From an optimization exercise on the open Yosys and OpenROAD flow, aimed at small area, a short achievable clock period and few clock cycles per item; shortcuts taken in it are not production practice. Function was checked by simulation only, so behaviour that the tests miss may differ from the original.

S:
// dfu_top
module dfu_top (
	input  logic        clk,
	input  logic        rst,
	input  logic        a_valid,
	input  logic [4:0]  a_op,
	input  logic [31:0] a_data,
	output logic        a_ready,
	input  logic        b_valid,
	input  logic [31:0] b_data,
	output logic        b_ready,
	output logic        res_valid,
	output logic [31:0] res_data,
	input  logic        res_ready
);
	logic             tok_valid;
	dfu_pkg::alu_op_t tok_op;
	dfu_pkg::word_t   tok_a;
	logic [15:0]      tok_one;
	logic [15:0]      tok_two;
	logic [15:0]      tok_neg;
	logic             tok_inv;
	logic             tok_cmp;
	logic             tok_ready;
	logic             down_full;
	dfu_pkg::word_t   alu_s;
	dfu_pkg::word_t   alu_c;
	logic             alu_ci;
	dfu_pkg::word_t   mul_s;
	dfu_pkg::word_t   mul_c;
	logic             use_mul;
	logic             use_rsh;
	dfu_pkg::word_t   in_s;
	dfu_pkg::word_t   in_c;
	operand_join join0 (
		.clk       (clk),
		.rst       (rst),
		.a_valid   (a_valid),
		.a_op      (a_op),
		.a_data    (a_data),
		.b_valid   (b_valid),
		.b_data    (b_data),
		.a_ready   (a_ready),
		.b_ready   (b_ready),
		.tok_valid (tok_valid),
		.tok_op    (tok_op),
		.tok_a     (tok_a),
		.tok_one   (tok_one),
		.tok_two   (tok_two),
		.tok_neg   (tok_neg),
		.tok_inv   (tok_inv),
		.tok_cmp   (tok_cmp),
		.down_full (down_full),
		.res_ready (res_ready)
	);
	int_alu alu0 (
		.tok_op  (tok_op),
		.tok_a   (tok_a),
		.tok_one (tok_one),
		.tok_neg (tok_neg),
		.tok_cmp (tok_cmp),
		.alu_s   (alu_s),
		.alu_c   (alu_c),
		.alu_ci  (alu_ci)
	);
	mul_pipe mul0 (
		.x     (tok_a),
		.b_one (tok_one),
		.b_two (tok_two),
		.b_neg (tok_neg),
		.s     (mul_s),
		.c     (mul_c)
	);
	assign use_mul = (tok_op == dfu_pkg::OP_MUL) | (tok_op == dfu_pkg::OP_SHL);
	assign use_rsh = (tok_op == dfu_pkg::OP_LSHR) | (tok_op == dfu_pkg::OP_ASHR);
	assign in_s = (use_mul | use_rsh) ? mul_s : alu_s;
	assign in_c = (use_mul | use_rsh) ? mul_c : alu_c;
	result_buffer rbuf0 (
		.clk       (clk),
		.rst       (rst),
		.in_valid  (tok_valid),
		.in_s      (in_s),
		.in_c      (in_c),
		.in_ci     (alu_ci),
		.in_rev    (use_rsh),
		.in_inv    (tok_inv),
		.in_ready  (tok_ready),
		.down_full (down_full),
		.res_valid (res_valid),
		.res_data  (res_data),
  ...
Size: ~3000 cells after synthesis, roughly 190 flip-flops, about 110 I/O pins.
export LEC_CHECK = 0
export CAP_MARGIN = 20
export CORE_MARGIN = 2
export CORE_UTILIZATION = 55
export SETUP_SLACK_MARGIN = 5.0
export SLEW_MARGIN = 20
export SYNTH_HIERARCHICAL = 1
export DONT_USE_CELLS = sky130_fd_sc_hd__fa_1 sky130_fd_sc_hd__fa_2 sky130_fd_sc_hd__fa_4 sky130_fd_sc_hd__ha_1 sky130_fd_sc_hd__ha_2 sky130_fd_sc_hd__ha_4
create_clock -name core_clock -period 9.0 [get_ports {clk}]
standard.sh (not shown) runs the stock make flow with config.mk's settings and CLKGATE_MAP_FILE= SYNTH_SCRIPT=/design/flow/synth_recipe.tcl, a recipe that flattens the netlist after the stock synthesis.
==> flow/flow/run.sh <==
#!/bin/bash
# The standard layout, with the full and half adder cells kept out of
# synthesis: the reduction tree is mapped to plain gates, which are faster.
set -euo pipefail
cat >> config.mk <<'EOC'
export DONT_USE_CELLS = sky130_fd_sc_hd__fa_1 sky130_fd_sc_hd__fa_2 sky130_fd_sc_hd__fa_4 sky130_fd_sc_hd__ha_1 sky130_fd_sc_hd__ha_2 sky130_fd_sc_hd__ha_4
EOC
bash standard.sh finish > standard.log 2>&1
Testbench counts of S, summed over its fixed seeds: cycles 18,336, items 16,000.
Changes in P relative to S:
--- a/flow/config.mk
+++ b/flow/config.mk
@@ -10,2 +10,2 @@
-export CORE_UTILIZATION = 55
-export SETUP_SLACK_MARGIN = 5.0
+export CORE_UTILIZATION = 40
+export SETUP_SLACK_MARGIN = 4.7
Findings:
P: core utilization lower than S
S → P: maximum level of the CTS H-tree flat; sequential cell area share climbed 0.83 points; critical path depth up 7; area overhead of the layout relative to synthesis went down.
Final area went down by a few percent going from S to P.
The area of the die in S is 0.73 times that in P.

========
red:
Another version of the RTL of dfu_top (not shown whole).
For scale: roughly 150 flip-flops, roughly 110 I/O pins, ~0.022 sq mm of cells after synthesis.
clock: 9.0 ns
lec_check: 0
cap_margin: 20
core_margin: 2
core_utilization: 40
setup_slack_margin: 4.7
slew_margin: 20
run.sh (not shown) runs the stock make flow with config.mk's settings and CLKGATE_MAP_FILE= SYNTH_SCRIPT=/design/flow/synth_recipe.tcl, a recipe that flattens the netlist after the stock synthesis.
Stock flow here: none of the scripts above is used.
Testbench counts of red, summed over its fixed seeds: cycles 18,324, items 16,000.
The inputs of blue differ from those of red as listed below.
- putting DONT_USE_CELLS at sky130_fd_sc_hd__fa_1 sky130_fd_sc_hd__fa_2 sky130_fd_sc_hd__fa_4 sky130_fd_sc_hd__ha_1 sky130_fd_sc_hd__ha_2 sky130_fd_sc_hd__ha_4 where nothing was set
==> flow/flow/run.sh (new file) <==
#!/bin/bash
# The standard layout, with the full and half adder cells kept out of
# synthesis: the reduction tree is mapped to plain gates, which are faster.
set -euo pipefail
cat >> config.mk <<'EOC'
export DONT_USE_CELLS = sky130_fd_sc_hd__fa_1 sky130_fd_sc_hd__fa_2 sky130_fd_sc_hd__fa_4 sky130_fd_sc_hd__ha_1 sky130_fd_sc_hd__ha_2 sky130_fd_sc_hd__ha_4
EOC
bash standard.sh finish > standard.log 2>&1
==> flow/standard.sh (new file) <==
#!/bin/bash
# synth_recipe.tcl (not shown) runs the flow's synth.tcl, then flattens the netlist and writes it again
# the make line also repeats each setting of config.mk as NAME=value (left out here)
make -C /OpenROAD-flow-scripts/flow DESIGN_CONFIG=/design/flow/config.mk WORK_HOME=/design/flow/orfs CLKGATE_MAP_FILE= SYNTH_SCRIPT=/design/flow/synth_recipe.tcl "${@:-finish}"
removed: flow/run.sh
Notes after the runs:
- Final worst setup slack came out lower on blue than on red.
- Lower cell count was reported by red, not blue.

==> static timing again, ports no longer ideal <==
In the flow no input, the clock included, has a driving cell. The finished layouts below were timed again as built, in two steps. Step 1 (the two cells are an assumption about what drives the block):
set clk [get_ports {clk}]
set_driving_cell -lib_cell sky130_fd_sc_hd__clkbuf_16 $clk
set_driving_cell -lib_cell sky130_fd_sc_hd__buf_2 [delete_from_list [all_inputs] $clk]
Step 2 moves the port delays by t, midway between the first and last clock arrival at a register: inputs arrive t later, outputs are due t later. That takes back most of the time a late clock gives input paths. Three values: ideal, step 1, step 2; two values: the first two.
| run | shift t [ns] | slack for setup (ns) | slew at the worst register clock pin (ns) | worst slew at a driven data input, ns | cell pins on the clock port's net |
|---|---|---|---|---|---|
| S | 0.499 | 4.867 / 4.836 / 4.585 | 0.08 / 0.08 | 0.05 | 1 |
| P | 0.504 | 4.814 / 4.806 / 4.430 | 0.08 / 0.08 | 0.08 | 1 |
| red | 0.553 | 3.823 / 3.792 / 3.823 | 0.08 / 0.08 | 0.04 | 1 |
| blue | 0.549 | 3.080 / 3.016 / 3.565 | 0.08 / 0.08 | 0.04 | 1 |
After both steps setup and hold are still met in every run listed. For P, which loses most, drivers alone change the setup slack by -0.008 ns; drivers and shift together by -0.384 ns.
